This is an optimization exercise on Yosys and OpenROAD, whose aim is small area, not a production implementation.
The RTL was checked by simulation tests, not by an equivalence proof against the original design.

## pepper
==> flow/design.v <==
`default_nettype none
package sampler_pkg;
    localparam int N_CH            = 16;   
    localparam int WINDOW          = 64;   
    localparam int SYNC_STAGES_DEF = 2;    
    typedef logic [N_CH-1:0] ch_bits_t;
    typedef logic [WINDOW-1:0] window_t;
    typedef window_t [N_CH-1:0] frame_t;
    typedef struct packed {
        logic   ready;   
        frame_t frame;   
    } capture_t;
endpackage
`default_nettype wire
`timescale 1ns/10ps
`default_nettype none
module pulse_sync (
    input  logic clk_500,
    input  logic rst,
    input  logic pulse_n,   
    output logic det_n      
);
    logic s0_q;    
    logic s1_q;    
    logic s2_q;    
    logic s3_q;    
    logic s4_nq;   
    always_ff @(posedge clk_500) begin
        s0_q  <= ~(rst | pulse_n);
        s1_q  <= s0_q;
        s2_q  <= s1_q;
        s3_q  <= s2_q;
        s4_nq <= ~s3_q;
    end
    assign det_n = ~(s3_q & s4_nq);
endmodule
`default_nettype wire
`timescale 1ns/10ps
`default_nettype none
module window_shifter (
    input  logic                  clk_500,
    input  logic                  rst,
    input  sampler_pkg::ch_bits_t det_n,    
    output logic [sampler_pkg::N_CH*sampler_pkg::WINDOW-1:0] window_n,   
    output logic [7:1]            lo_q,     
    output logic [9:1]            hi_q,     
    output logic [9:1]            hi_d      
);
    localparam int W = sampler_pkg::WINDOW;
    logic [sampler_pkg::N_CH*W-1:0] hist_nq;   
    always_ff @(posedge clk_500) begin
        for (int c = 0; c < sampler_pkg::N_CH; c++) begin
            hist_nq[c*W +: W] <= {det_n[c], hist_nq[c*W+1 +: W-1]};
        end
    end
    assign window_n = hist_nq;
    assign hi_d = hi_q | ({hi_q[8:1], 1'b1} & {9{lo_q[7]}});
    always_ff @(posedge clk_500) begin
        if (rst) begin
            lo_q <= '0;
            hi_q <= '0;
        end else begin
            lo_q <= lo_q[7] ? 7'd0 : {lo_q[6:1], 1'b1};
            hi_q <= hi_d;
        end
    end
endmodule
`default_nettype wire
`timescale 1ns/10ps
`default_nettype none
module event_capture (
    input  logic                  clk_500,
    input  logic                  rst,
    input  logic [9:1]            hi_d,          
    input  logic                  trig,          
    input  logic                  event_saved,   
    output logic                  ready,         
    output logic [9:0]            ready_age      
);
    localparam int W = sampler_pkg::WINDOW;
    logic       reading_q;   
    logic       waiting_q;   
    logic [9:0] ready_q;     
    always_ff @(posedge clk_500) begin
        if (rst) begin
            reading_q <= 1'b0;
            waiting_q <= 1'b0;
            ready_q   <= '0;
        end else begin
            reading_q <= trig & ~reading_q & ~waiting_q;
            waiting_q <= reading_q | (waiting_q & ~event_saved);
            ready_q   <= {hi_d, 1'b1} & {10{reading_q}};
        end
    end
    assign ready     = ready_q[0];
    assign ready_age = ready_q;
endmodule
`default_nettype wire
`default_nettype none
module take_mask (
    input  logic [9:0]                     ready_age,   
    input  logic [7:1]                     lo_q,        
    output logic [sampler_pkg::WINDOW-1:0] take_n       
);
    localparam int W = sampler_pkg::WINDOW;
    logic [10:0] hi_r;   
    logic [7:0]  lo_ge;  
    assign hi_r  = {1'b0, ready_age};
    assign lo_ge = {lo_q, 1'b1};
    for (genvar b = 0; b < W; b++) begin : g_take
        localparam int K = W + 4 - b;   
        assign take_n[b] = ~(hi_r[K/8+1] | (hi_r[K/8] & lo_ge[K%8]));
    end
endmodule
`default_nettype wire
`timescale 1ns/10ps
`default_nettype none
module sampler_top (
    input  logic                  clk_500,
    input  logic                  rst,
    input  sampler_pkg::ch_bits_t ch_n,          
    input  logic                  trig,          
    input  logic                  event_saved,   
    output sampler_pkg::capture_t evt            
);
    sampler_pkg::ch_bits_t det_n;   
    logic [sampler_pkg::N_CH*sampler_pkg::WINDOW-1:0] window_n;   
    logic [7:1] lo_q;               
    logic [9:1] hi_q;               
    logic [9:1] hi_d;               
    logic       ready;              
    logic [9:0] ready_age;          
    logic [sampler_pkg::WINDOW-1:0] take_n [2];   
    for (genvar c = 0; c < sampler_pkg::N_CH; c++) begin : g_sync
        pulse_sync i_pulse_sync (
            .clk_500 (clk_500),
            .rst     (rst),
            .pulse_n (ch_n[c]),
            .det_n   (det_n[c])
        );
    end
    window_shifter i_window_shifter (
        .clk_500  (clk_500),
        .rst      (rst),
        .det_n    (det_n),
        .window_n (window_n),
        .lo_q     (lo_q),
        .hi_q     (hi_q),
        .hi_d     (hi_d)
    );
    event_capture i_event_capture (
        .clk_500     (clk_500),
        .rst         (rst),
        .hi_d        (hi_d),
        .trig        (trig),
        .event_saved (event_saved),
        .ready       (ready),
        .ready_age   (ready_age)
    );
    for (genvar h = 0; h < 2; h++) begin : g_mask
        take_mask i_take_mask (
            .ready_age (ready_age),
            .lo_q      (lo_q),
            .take_n    (take_n[h])
        );
    end
    logic [sampler_pkg::N_CH*sampler_pkg::WINDOW-1:0] frame;
    for (genvar i = 0; i < sampler_pkg::N_CH*sampler_pkg::WINDOW; i++) begin : g_out
        evt_gate i_evt_gate (
            .win_n  (window_n[i]),
            .take_n (take_n[i / (sampler_pkg::N_CH*sampler_pkg::WINDOW/2)][i % sampler_pkg::WINDOW]),
            .evt    (frame[i])
        );
    end
    assign evt = {ready, frame};
endmodule
`default_nettype wire
`default_nettype none
module evt_gate (
    input  logic win_n,    
    input  logic take_n,   
    output logic evt       
);
    assign evt = ~(win_n | take_n);
endmodule
`default_nettype wire
export LEC_CHECK = 0
export ABC_AREA = 1
export ABC_CLOCK_PERIOD_IN_PS = 100000
export CAP_MARGIN = 20
export CORE_AREA = 2 2 214 214
export DIE_AREA = 0 0 216 216
export SETUP_SLACK_MARGIN = 0.05
export SLEW_MARGIN = 20
export SYNTH_HIERARCHICAL = 1
create_clock -name core_clock -period 3.0 [get_ports {clk_500}]
standard.sh (not shown) runs the stock make flow with config.mk's settings and CLKGATE_MAP_FILE= SYNTH_SCRIPT=/design/flow/synth_recipe.tcl, a recipe that flattens the netlist after the stock synthesis.
==> flow/flow/run.sh <==
#!/bin/bash
# Standard ORFS layout (standard.sh, unchanged synthesis) with three changes:
#  - the port buffers are the smallest buffer (buf_1) instead of the delay
#    buffer buffer_ports picks by default;
#  - pins may sit one routing track apart, so a small square die fits all
#    1045 ports;
#  - CTS uses clkbuf_8 with larger sink clusters and inserts no dummy loads.
# Each ORFS step logs to orfs/logs/; make's own output goes to standard.log.
set -uo pipefail
export BUFFER_PORTS_ARGS="-buffer_cell sky130_fd_sc_hd__buf_1"
export PLACE_PINS_ARGS="-min_distance 1 -min_distance_in_tracks"
export GPL_KEEP_OVERFLOW=0
export CTS_ARGS="-sink_clustering_enable -repair_clock_nets -dont_use_dummy_load -buf_list {sky130_fd_sc_hd__clkbuf_8} -sink_clustering_size 21 -sink_clustering_max_diameter 48"
bash standard.sh > standard.log 2>&1
What yarrow does differently from pepper at the input level:
diff --git a/flow/design.v b/flow/design.v
--- a/flow/design.v
+++ b/flow/design.v
@@ -70,13 +70,14 @@
 `default_nettype none
 module event_capture (
     input  logic                  clk_500,
     input  logic                  rst,
+    input  logic [7:1]            lo_q,          
     input  logic [9:1]            hi_d,          
     input  logic                  trig,          
     input  logic                  event_saved,   
     output logic                  ready,         
-    output logic [9:0]            ready_age      
+    output logic [sampler_pkg::WINDOW-1:0] take_n   
 );
     localparam int W = sampler_pkg::WINDOW;
     logic       reading_q;   
     logic       waiting_q;   
@@ -91,27 +92,17 @@
             waiting_q <= reading_q | (waiting_q & ~event_saved);
             ready_q   <= {hi_d, 1'b1} & {10{reading_q}};
         end
     end
-    assign ready     = ready_q[0];
-    assign ready_age = ready_q;
-endmodule
-`default_nettype wire
-`default_nettype none
-module take_mask (
-    input  logic [9:0]                     ready_age,   
-    input  logic [7:1]                     lo_q,        
-    output logic [sampler_pkg::WINDOW-1:0] take_n       
-);
-    localparam int W = sampler_pkg::WINDOW;
     logic [10:0] hi_r;   
-    logic [7:0]  lo_ge;  
-    assign hi_r  = {1'b0, ready_age};
+    logic [7:0] lo_ge;   
+    assign hi_r  = {1'b0, ready_q};
     assign lo_ge = {lo_q, 1'b1};
     for (genvar b = 0; b < W; b++) begin : g_take
         localparam int K = W + 4 - b;   
         assign take_n[b] = ~(hi_r[K/8+1] | (hi_r[K/8] & lo_ge[K%8]));
     end
+    assign ready = ready_q[0];
 endmodule
 `default_nettype wire
 `timescale 1ns/10ps
 `default_nettype none
@@ -128,10 +119,9 @@
     logic [7:1] lo_q;               
     logic [9:1] hi_q;               
     logic [9:1] hi_d;               
     logic       ready;              
-    logic [9:0] ready_age;          
-    logic [sampler_pkg::WINDOW-1:0] take_n [2];   
+    logic [sampler_pkg::WINDOW-1:0] take_n;   
     for (genvar c = 0; c < sampler_pkg::N_CH; c++) begin : g_sync
         pulse_sync i_pulse_sync (
             .clk_500 (clk_500),
             .rst     (rst),
@@ -150,26 +140,20 @@
     );
     event_capture i_event_capture (
         .clk_500     (clk_500),
         .rst         (rst),
+        .lo_q        (lo_q),
         .hi_d        (hi_d),
         .trig        (trig),
         .event_saved (event_saved),
         .ready       (ready),
-        .ready_age   (ready_age)
+        .take_n      (take_n)
     );
-    for (genvar h = 0; h < 2; h++) begin : g_mask
-        take_mask i_take_mask (
-            .ready_age (ready_age),
-            .lo_q      (lo_q),
-            .take_n    (take_n[h])
-        );
-    end
     logic [sampler_pkg::N_CH*sampler_pkg::WINDOW-1:0] frame;
     for (genvar i = 0; i < sampler_pkg::N_CH*sampler_pkg::WINDOW; i++) begin : g_out
         evt_gate i_evt_gate (
             .win_n  (window_n[i]),
-            .take_n (take_n[i / (sampler_pkg::N_CH*sampler_pkg::WINDOW/2)][i % sampler_pkg::WINDOW]),
+            .take_n (take_n[i % sampler_pkg::WINDOW]),
             .evt    (frame[i])
         );
     end
     assign evt = {ready, frame};
Results
- When the final numbers for yarrow and pepper were put side by side, the actual transition at the worst max-transition pin turned out to be smaller in pepper.
- Taking pepper as the reference point, the global-route usage of yarrow falls by 2.1 points.
- Looking only at DRC marker count from the first detailed-route iteration, and setting everything else aside, the lower value of yarrow and pepper goes to yarrow.
- Between pepper and yarrow, the cell area does not differ in any meaningful way.
- Max met3 track utilization from global routing across yarrow and pepper: pepper
- Worst-case setup margin in the final layout: yarrow and pepper compared, lower one is pepper
- Going from pepper to yarrow, the via count of the first global-routing pass was found to have gone down by 302.

==> static timing again, ports no longer ideal <==
The flow's constraints put no driver on any port. The routed layouts listed below were extracted and timed again, unchanged, in two steps.
Step 1 assumes that a clkbuf_16 drives the clock port and a buf_2 every other input.
Step 2 moves the port delays by t, midway between the first and last clock arrival at a register: inputs arrive t later, outputs are due t later. That takes back most of the time a late clock gives input paths.
Three values: ideal ports, drivers, drivers and shift; two values: the first two.
| run | shift t [ns] | setup slack, ns | hold slack, ns | clock arrival spread, ns | worst slew at a driven data input, ns |
|---|---|---|---|---|---|
| pepper | 0.706 | 0.105 / 0.048 / 0.753 | 0.050 / 0.027 / 0.286 | 0.069 / 0.069 | 0.08 |
| yarrow | 0.702 | 0.147 / 0.090 / 0.792 | 0.073 / 0.043 / 0.295 | 0.059 / 0.060 | 0.15 |
After both steps every run listed still meets setup and hold.
